What follows belongs to an exercise in optimizing a design on an open flow for small area; a production flow would make more cautious choices. The RTL was checked by simulation tests, not by an equivalence proof against the original design.

==> run a: inputs <==
==> flow/design.v <==
`default_nettype none
module road_edge_generator (
    input  wire logic        clk,
    input  wire logic        rst,
    input  wire logic        tick,
    input  wire logic        restart,
    output      logic        ready,
    input  wire logic [8:0]  rd_row,
    output      logic [9:0]  rd_left,
    output      logic [9:0]  rd_right,
    input  wire logic [8:0]  probe_row,
    output      logic [9:0]  probe_left,
    output      logic [9:0]  probe_right
);
    localparam int G   = 4;                  
    localparam int GB  = $clog2(G);
    localparam int SB  = 4 + GB;             
    localparam int NGB = 9 - SB;
    localparam int NC  = (479 >> SB) + 2;    
    localparam logic [9:0]  c_z0   = 10'd762;    
    localparam logic [9:0]  c_zlo  = 10'd500;    
    localparam logic [15:0] c_seed = 16'hACE1;
    logic        r_run;      
    logic [8:0]  r_cnt;      
    logic        r_full;     
    logic [9:0]  r_z;        
    logic        r_up;       
    logic        r_dn;       
    logic [15:0] r_lfsr;
    logic [8:0]   r_gq  [NC];      
    logic         r_gm  [NC];
    logic [G-1:0] r_gup [NC];
    logic [G-1:0] r_gdn [NC];
    logic [9:0]  w_nz;
    logic        w_clamp_lo, w_clamp_hi;
    logic        w_fb;
    logic        w_adv;
    logic        w_wstart;   
    logic        w_gstart;   
    logic        w_mir;      
    always_comb begin
        w_clamp_hi = r_up && (r_z[9:1] == 9'h1FF);
        w_clamp_lo = r_dn && (r_z[9:1] == c_zlo[9:1]);
        if (w_clamp_hi)
            w_nz = 10'd1023;
        else if (w_clamp_lo)
            w_nz = c_zlo;
        else
            w_nz = r_z + (r_up ? 10'd2 : 10'd0) - (r_dn ? 10'd2 : 10'd0);
    end
    assign w_fb     = r_lfsr[15] ^ r_lfsr[13] ^ r_lfsr[12] ^ r_lfsr[10];
    assign w_adv    = r_run & tick & ~restart;
    assign w_wstart = w_adv & (r_cnt[3:0] == 4'hF);
    assign w_gstart = w_wstart & (&r_cnt[SB-1:4]);
    assign w_mir    = w_gstart ? (r_z < c_z0) : r_gm[0];
    always_ff @(posedge clk or posedge rst) begin
        if (rst) begin
            r_run  <= 1'b0;
            r_cnt  <= '1;
            r_full <= 1'b0;
            r_z    <= c_z0;
            r_up   <= 1'b0;
            r_dn   <= 1'b0;
            r_lfsr <= c_seed;
        end else if (restart) begin
            r_run  <= 1'b0;
            r_cnt  <= '1;
            r_full <= 1'b0;
            r_z    <= c_z0;
            r_up   <= 1'b0;
            r_dn   <= 1'b0;
        end else if (!r_run) begin
            if (r_cnt == 9'd478) begin
                r_run <= 1'b1;
                r_cnt <= '1;
            end else begin
                r_cnt <= r_cnt + 9'd1;
            end
        end else begin
            if (r_cnt[8:5] == 4'hF && r_cnt[4:0] != 5'h1F)
                r_full <= 1'b1;
            if (tick) begin
                r_cnt  <= r_cnt + 9'd1;
                r_z    <= w_nz;
                r_lfsr <= {r_lfsr[14:0], w_fb};
                if (w_clamp_lo) begin
                    r_up <= 1'b1;
                    r_dn <= 1'b0;
                end else if (w_clamp_hi) begin
                    r_up <= 1'b0;
                    r_dn <= 1'b1;
                end else if (r_cnt[3:0] == 4'hE) begin
                    r_up <= (r_lfsr[1:0] == 2'b01);
                    r_dn <= (r_lfsr[1:0] == 2'b10);
                end
            end
        end
    end
    always_ff @(posedge clk) begin
        if (w_gstart) begin
            r_gq[0] <= w_mir ? 9'(~r_z + c_zlo) : r_z[8:0];     
            r_gm[0] <= w_mir;
            for (int i = 1; i < NC; i++) begin
                r_gq[i]  <= r_gq[i-1];
                r_gm[i]  <= r_gm[i-1];
                r_gup[i] <= r_gup[i-1];
                r_gdn[i] <= r_gdn[i-1];
            end
        end
        for (int j = 0; j < G; j++) begin
            if (w_wstart && r_cnt[SB-1:4] == GB'(j - 1)) begin
                r_gup[0][j] <= w_mir ? r_dn : r_up;
                r_gdn[0][j] <= w_mir ? r_up : r_dn;
            end
        end
    end
    logic w_none;            
    assign w_none = (r_cnt == 9'h1FF);
    typedef struct packed {
        logic       mir;
        logic       up;
        logic       dn;
        logic [3:0] j;
        logic [4:0] h;
        logic [4:0] l;
    } rd_t;
    function automatic rd_t f_read(input logic [8:0] row);
        logic [SB:0]    t;       
        logic [NC-1:0]  oh;      
        logic [9:0]     q;
        logic           mir;
        logic [G-1:0]   gu, gd;
        logic [GB-1:0]  m;
        logic [GB:0]    sum;     
        logic [GB-1:0]  smax;
        logic [5:0]     hx;
        logic [GB:0]    ex;
        rd_t            r;
        t = {1'b0, r_cnt[SB-1:0]} - {1'b0, row[SB-1:0]};
        for (int i = 0; i < NC; i++)
            oh[i] = t[SB] ? ({1'b0, row[8:SB]} == (NGB+1)'(i - 1))
                          : ({1'b0, row[8:SB]} == (NGB+1)'(i));
        q   = '0;
        mir = 1'b0;
        gu  = '0;
        gd  = '0;
        for (int i = 0; i < NC; i++) begin
            q   = q   | {1'b1, r_gq[i] & {9{oh[i]}}};
            mir = mir | (r_gm[i]  & oh[i]);
            gu  = gu  | (r_gup[i] & {G{oh[i]}});
            gd  = gd  | (r_gdn[i] & {G{oh[i]}});
        end
        m = t[SB-1:4];
        sum  = '0;
        smax = '0;
        for (int i = 0; i < G - 1; i++) begin
            if (m > GB'(i)) begin
                if (gu[i])
                    sum = sum + 1'b1;
                else if (gd[i])
                    sum = sum - 1'b1;
            end
            if (!sum[GB] && sum[GB-1:0] > smax)
                smax = sum[GB-1:0];
        end
        hx    = {1'b0, q[9:5]} + {{(5-GB){1'b0}}, smax};
        ex    = hx[5] ? hx[GB:0] + 1'b1 : '0;          
        r.h   = q[9:5] + {{(4-GB){sum[GB]}}, sum} - {{(4-GB){1'b0}}, ex};
        r.l   = {q[4:1] ^ {4{ex[0]}}, q[0] | (ex != '0)};
        r.mir = mir;
        r.up  = gu[m];
        r.dn  = gd[m];
        r.j   = t[3:0];
        if (!r_run || ((row > r_cnt || w_none) && !r_full)) begin
            {r.h, r.l} = c_z0;
            r.mir = 1'b0;
            r.up  = 1'b0;
            r.dn  = 1'b0;
        end
        f_read = r;
    endfunction
    rd_t        r_rd, r_pr;
    logic       r_rd_o, r_pr_o;
    always_ff @(posedge clk or posedge rst) begin
        if (rst) begin
            r_rd_o <= 1'b1;
            r_pr_o <= 1'b1;
        end else begin
            r_rd_o <= (rd_row >= 9'd480);
            r_pr_o <= (probe_row >= 9'd480);
        end
    end
    always_ff @(posedge clk) begin
        r_rd <= f_read(rd_row);
        r_pr <= f_read(probe_row);
    end
    function automatic logic [9:0] f_left(input rd_t r);
        logic [8:0] a;
        logic [9:0] s;
        logic       c;
        a = r.dn ? {5'b11111, ~r.j} : (r.up ? {5'b00000, r.j} : 9'd0);
        {c, s[9:1]} = {1'b0, r.h, r.l[4:1]} + {1'b0, a} + {9'd0, r.up};
        s[0] = r.l[0];
        if (r.up && c)
            s = {~s[9:1], 1'b1};
        f_left = (s ^ {10{r.mir}}) + (r.mir ? 10'd152 : 10'd676);
    endfunction
    logic [9:0] w_rd_l, w_pr_l;
    assign w_rd_l = f_left(r_rd);
    assign w_pr_l = f_left(r_pr);
    assign rd_left     = r_rd_o ? 10'd0 : w_rd_l;
    assign rd_right    = r_rd_o ? 10'd0 : w_rd_l + 10'd100;
    assign probe_left  = r_pr_o ? 10'd0 : w_pr_l;
    assign probe_right = r_pr_o ? 10'd0 : w_pr_l + 10'd100;
    assign ready = r_run;
endmodule
`default_nettype wire
==> flow/run.sh <==
#!/bin/bash
# synth_recipe.tcl (not shown) runs the flow's synth.tcl, then flattens the netlist and writes it again
# the make line also repeats each setting of config.mk as NAME=value (left out here)
make -C /OpenROAD-flow-scripts/flow DESIGN_CONFIG=/design/flow/config.mk WORK_HOME=/design/flow/orfs CLKGATE_MAP_FILE= SYNTH_SCRIPT=/design/flow/synth_recipe.tcl finish
==> flow/config.mk <==
export PLATFORM = sky130hd
export DESIGN_NAME = road_edge_generator
export DESIGN_NICKNAME = road_edge_generator
export VERILOG_FILES = /design/flow/design.v
export SDC_FILE = /design/flow/constraint.sdc
export NUM_CORES = 8
export LEC_CHECK = 0
export ABC_AREA = 1
export CAP_MARGIN = 20
export CORE_MARGIN = 2
export CORE_UTILIZATION = 40
export SLEW_MARGIN = 20
export SYNTH_MEMORY_MAX_BITS = 8192
==> flow/constraint.sdc <==
create_clock -name core_clock -period 10.0 [get_ports {clk}]
set_input_delay 2.0000 -clock core_clock [delete_from_list [all_inputs] [get_ports {clk}]]
set_output_delay 2.0000 -clock core_clock [all_outputs]
set_load 0.01 [all_outputs]
==> run b (differences from run a) <==
Settings changed: ABC_AREA 1 to default.
==> results by group <==
Run status
  • Status: no timing/DRC/antenna violations

Critical path
  • Worst Path Required: 10430 ps
  • Crit-path most repeated cell: inv_1

Synthesis
  • Post-Synthesis Cell Area: 0.0159 mm^2

Global routing
  • Pin count of the biggest net entering global routing: 158

STA
  • Fmax: 104 MHz
  • Hold WS: 466 ps
  • Final period utilization: 96.3%

Layout
  • Number of fill cells in the layout: 3574
  • ClkCell Share: 5.16%

Route
  • Vias/cell: 5.54
  • DR vias: 13000

Place
  • Setup Slack @ Placement: -737 ps
[end of results for run b]
==> results by group <==
Critical path
  • Critical Path Max Stage Delay: 530 ps
  • Crit-path most repeated cell: nand2_1
  • Worst Path Required: 10420 ps

Route
  • Vias/cell: 5.29
  • DR vias: 13800

Layout
  • Number of fill cells in the layout: 3933
  • ClkCell Share: 4.76%

STA
  • Hold WS: 449 ps
  • Final period utilization: 93.9%
  • Fmax: 106 MHz

Place
  • Setup Slack @ Placement: 57.0 ps

Run status
  • Status: no timing/DRC/antenna violations

Global routing
  • Pin count of the biggest net entering global routing: 86
[end of results for run a]

-- re-timing with driven ports --
Ports are ideal in the flow. The routed layouts listed here were re-timed in OpenROAD.
Step 1 assumes that a clkbuf_16 drives the clock port and a buf_2 every other input.
Step 2, shift: input delay + t, output delay - t, t = (earliest + latest rising clock arrival at the registers) / 2. This alone moves slack from input paths to output paths.
Slacks: ideal / step 1 / step 2; pairs: ideal / step 1.
run | t (ns) | slack for setup (ns) | cell pins on the clock port's net
run a | 0.574 | 0.608 / 0.632 / 0.058 | 1
run b | 0.621 | 0.369 / 0.402 / -0.220 | 1
With both steps, setup timing fails in run b, where it was met with ideal ports. For run b, which loses most, drivers alone change the setup slack by +0.033 ns; drivers and shift together by -0.589 ns.
